This is an optimization exercise on Yosys and OpenROAD, whose aim is a short achievable clock period and few clock cycles, not a production implementation.
The RTL was checked by simulation tests, not by an equivalence proof against the original design.
Power and IR drop assume default switching activity.

## rv32i_core
module rv32i_core (
    input  logic        clk,
    input  logic        reset_i,
    input  logic        imem_ready_i,
    input  logic [31:0] imem_data_i,
    output logic [31:0] imem_addr_o,
    output logic        commit_valid_o,
    output logic [31:0] commit_pc_o,
    output logic [4:0]  commit_rd_o,
    output logic        commit_reg_write_o,
    output logic [31:0] commit_wdata_o,
    output logic        commit_mem_write_o,
    output logic [31:0] commit_store_addr_o,
    output logic [31:0] commit_store_data_o
);
    core_top u_core (
        .clk                 (clk),
        .reset_i             (reset_i),
        .imem_ready_i        (imem_ready_i),
        .imem_data_i         (imem_data_i),
        .imem_addr_o         (imem_addr_o),
        .commit_valid_o      (commit_valid_o),
        .commit_pc_o         (commit_pc_o),
        .commit_rd_o         (commit_rd_o),
        .commit_reg_write_o  (commit_reg_write_o),
        .commit_wdata_o      (commit_wdata_o),
        .commit_mem_write_o  (commit_mem_write_o),
        .commit_store_addr_o (commit_store_addr_o),
        .commit_store_data_o (commit_store_data_o)
    );
endmodule
For scale: roughly 3100 flip-flops, ~0.12 sq mm of cells after synthesis.
make LEC_CHECK=0 ABC_CLOCK_PERIOD_IN_PS=2500 CAP_MARGIN=20 CELL_PAD_IN_SITES_DETAIL_PLACEMENT=1 CELL_PAD_IN_SITES_GLOBAL_PLACEMENT=1 CORE_MARGIN=2 CORE_UTILIZATION=40 PLACE_DENSITY=0.5 SETUP_SLACK_MARGIN=5 SLEW_MARGIN=20 finish   # period 8.0 ns
run.sh (not shown) runs the stock make flow with config.mk's settings and CLKGATE_MAP_FILE= SYNTH_SCRIPT=/design/flow/synth_recipe.tcl, a recipe that flattens the netlist after the stock synthesis.
Testbench counts at the start, summed over its fixed seeds: cycles 41,637.
Then changed:
--- a/flow/design.v
+++ b/flow/design.v
@@ -48,23 +48,24 @@
     logic [31:0] e_a;                    
     logic [31:0] e_b;                    
     logic [31:0] e_bx;                   
     logic [31:0] e_s;                    
     logic        e_sub, e_add, e_and, e_or, e_xor, e_slt;
     logic [4:0]  e_rd;
     logic        e_rw;
     logic        e_mw;
     logic        e_br;
     logic        e_bne;
     logic        e_pred;
-    logic [29:0] e_alt;                  
+    logic [29:0] e_pc1;                  
+    logic [29:0] e_offb;                 
     logic        m_q;
     logic [29:0] m_pc;
     logic        m_nc;                   
     logic        e_bad;                  
     logic        w_v;
     logic [29:0] w_pc;
     logic [4:0]  w_rd;
     logic        w_rw;
     logic [31:0] w_res;                  
     logic        w_mw;
     logic [31:0] w_sd;
@@ -103,23 +104,22 @@
     assign m_offj = {{12{imem_data_i[31]}}, imem_data_i[19:12], imem_data_i[20], imem_data_i[30:22]};
     assign m_offb = {{20{imem_data_i[31]}}, imem_data_i[7], imem_data_i[30:25], imem_data_i[11:9]};
     assign imem_addr_o = {2'b00, pc_q};
     logic [6:0]  opc;
     logic [2:0]  f3;
     logic [6:0]  f7;
     logic [4:0]  rs1, rs2, rd;
     logic        is_op, is_addi, is_lui, is_br, is_jal, is_sw, legal;
     logic        op_add, op_sub, op_and, op_or, op_xor, op_slt;
     logic [31:0] imm_i, imm_s, imm_u;
     logic [29:0] off_b;
-    logic [29:0] d_tgtb;
     logic [29:0] d_tgt;
     logic        d_pred;
     logic        d_go;
     logic        d_redir;
     logic [31:0] rs1_oh, rs2_oh;
     logic [31:0] rf1, rf2, rv1, rv2;
     logic        d_rw;
     assign opc = d_ins[6:0];
     assign f3  = d_ins[14:12];
     assign f7  = d_ins[31:25];
     assign rs1 = d_ins[19:15];
@@ -135,23 +135,22 @@
                      (op_add || op_sub || op_and || op_or || op_xor || op_slt);
     assign is_addi = (opc == cpu_pkg::OPC_OPIMM) && (f3 == 3'b000);
     assign is_lui  = (opc == cpu_pkg::OPC_LUI);
     assign is_br   = (opc == cpu_pkg::OPC_BRANCH) && (f3[2:1] == 2'b00);
     assign is_jal  = (opc == cpu_pkg::OPC_JAL);
     assign is_sw   = (opc == cpu_pkg::OPC_STORE) && (f3 == 3'b010);
     assign legal   = is_op || is_addi || is_lui || is_br || is_jal || is_sw;
     assign imm_i = {{20{d_ins[31]}}, d_ins[31:20]};
     assign imm_s = {{20{d_ins[31]}}, d_ins[31:25], d_ins[11:7]};
     assign imm_u = {d_ins[31:12], 12'b0};
     assign off_b  = {{20{d_ins[31]}}, d_ins[7], d_ins[30:25], d_ins[11:9]};
-    assign d_tgtb = d_pc + off_b;
     assign d_tgt  = d_ins[3] ? d_tj : d_tb;
     assign d_pred = is_jal || (is_br && d_ins[31]);
     assign d_go     = d_v && !m_q;
     assign d_redir  = d_go && d_pred && !d_fpt;
     logic d_bad;
     always_comb begin
         d_bad = d_cf;
         for (int i = 0; i < CN; i++) begin
             d_bad = d_bad | (d_hv[i] && (c_tag[i][TW-1:PT] != d_pc[29:CI+PT]));
         end
     end
@@ -187,34 +186,35 @@
     assign s   = e_s;
     assign sum = a + e_bx + {31'b0, e_sub};
     assign lt  = (a[31] ^ b[31]) ? a[31] : sum[31];
     assign res = ({32{e_add}} & sum)
                | ({32{e_and}} & (a & b))
                | ({32{e_or}}  & (a | b))
                | ({32{e_xor}} & (a ^ b))
                | {31'b0, e_slt & lt};
     assign eq    = (a == s);
     assign taken = eq ^ e_bne;
     assign e_mis = e_ok && e_br && (taken != e_pred);
+    logic        p_early;
+    logic [29:0] p_val;
+    assign p_early = reset_i || m_q || d_redir;
+    always_comb begin
+        if (reset_i)           p_val = '0;
+        else if (m_q)          p_val = m_pc;
+        else if (d_redir)      p_val = d_tgt;
+        else if (f_hit)        p_val = '0;
+        else if (imem_ready_i) p_val = f_pc1;
+        else                   p_val = pc_q;
+    end
     always_ff @(posedge clk) begin
-        if (reset_i) begin
-            pc_q <= '0;
-        end else if (m_q) begin
-            pc_q <= m_pc;
-        end else if (d_redir) begin
-            pc_q <= d_tgt;
-        end else if (f_hit) begin
-            pc_q <= f_cnxt;
-        end else if (imem_ready_i) begin
-            pc_q <= f_pc1;
-        end
+        pc_q <= p_val | ({30{!p_early}} & f_cnxt);
     end
     always_ff @(posedge clk) begin
         if (reset_i) begin
             c_v <= '0;
         end else if (d_v && d_mem) begin
             c_v[d_pc[CI-1:0]] <= 1'b1;
         end
     end
     always_ff @(posedge clk) begin
         if (d_v && d_mem) begin
             c_tag[d_pc[CI-1:0]] <= d_pc[29:CI];
@@ -259,40 +259,41 @@
         e_bx   <= opb ^ {32{sub_n}};
         e_s    <= fw2 ? res : rv2;
         e_sub  <= sub_n;
         e_add  <= !(is_op && (op_and || op_or || op_xor || op_slt));
         e_and  <= is_op && op_and;
         e_or   <= is_op && op_or;
         e_xor  <= is_op && op_xor;
         e_slt  <= is_op && op_slt;
         e_rd   <= rd;
         e_bne  <= f3[0];
         e_pred <= d_pred;
-        e_alt  <= d_pred ? d_pc1 : d_tgtb;
+        e_pc1  <= d_pc1;
+        e_offb <= off_b;
     end
     always_ff @(posedge clk) begin
         if (reset_i) begin
             f_nc <= 1'b0;
         end else if (m_q && m_nc) begin
             f_nc <= 1'b1;
         end else if (imem_ready_i) begin
             f_nc <= 1'b0;
         end
     end
     always_ff @(posedge clk) begin
         if (reset_i) begin
             m_q <= 1'b0;
         end else begin
             m_q <= e_mis || (e_bad && !m_q);
         end
-        m_pc <= e_bad ? e_pc : e_alt;
+        m_pc <= e_bad ? e_pc : (e_pred ? e_pc1 : e_pc + e_offb);
         m_nc <= e_bad;
     end
     always_ff @(posedge clk) begin
         if (reset_i) begin
             w_v  <= 1'b0;
             w_rw <= 1'b0;
             w_mw <= 1'b0;
         end else begin
             w_v  <= e_v && e_ok;
             w_rw <= e_rw && e_ok;
             w_mw <= e_mw && e_ok;
=> The new run completed with no timing, DRC or antenna violations; hold slack gets worse by 0.015 ns; sequential power stays flat; routed wire length barely changes; worst setup slack gets better by 0.080 ns; synthesized cell count drops by 1.3%; cell count is lower by 1.3%; via count goes down by 1.5%; clock-buffer cell count went up by 13; design area came out lower by 0.42%; power hardly moves; non-clock buffer count came out lower by 35; die area hardly moves.
Testbench counts after the change, summed over its fixed seeds: cycles 41,637.

-- re-timing with driven ports --
The results above use ideal ports. As a check the final layouts listed here were re-extracted and re-timed, cells and wires unchanged. Step 1 assumes that a clkbuf_16 drives the clock port and a buf_2 every other input. Step 2 also shifts input and output timing later by t, the mid clock arrival at the registers, as if the neighbouring blocks saw the same clock. a / b / c = ideal / step 1 / step 2; a / b = the first two.
| run | t (ns) | slack for setup (ns) | latest minus earliest clock arrival (ns) | cell pins on the clock port's net |
|---|---|---|---|---|
| the first run | 1.097 | 4.502 / 4.502 / 3.851 | 0.070 / 0.069 | 1 |
| the second run | 1.055 | 4.582 / 4.582 / 3.822 | 0.063 / 0.063 | 1 |
After both steps setup and hold are still met in every run listed. The setup slack of the second run, which loses most, moves by 0.000 ns with the drivers and by -0.760 ns with both steps.
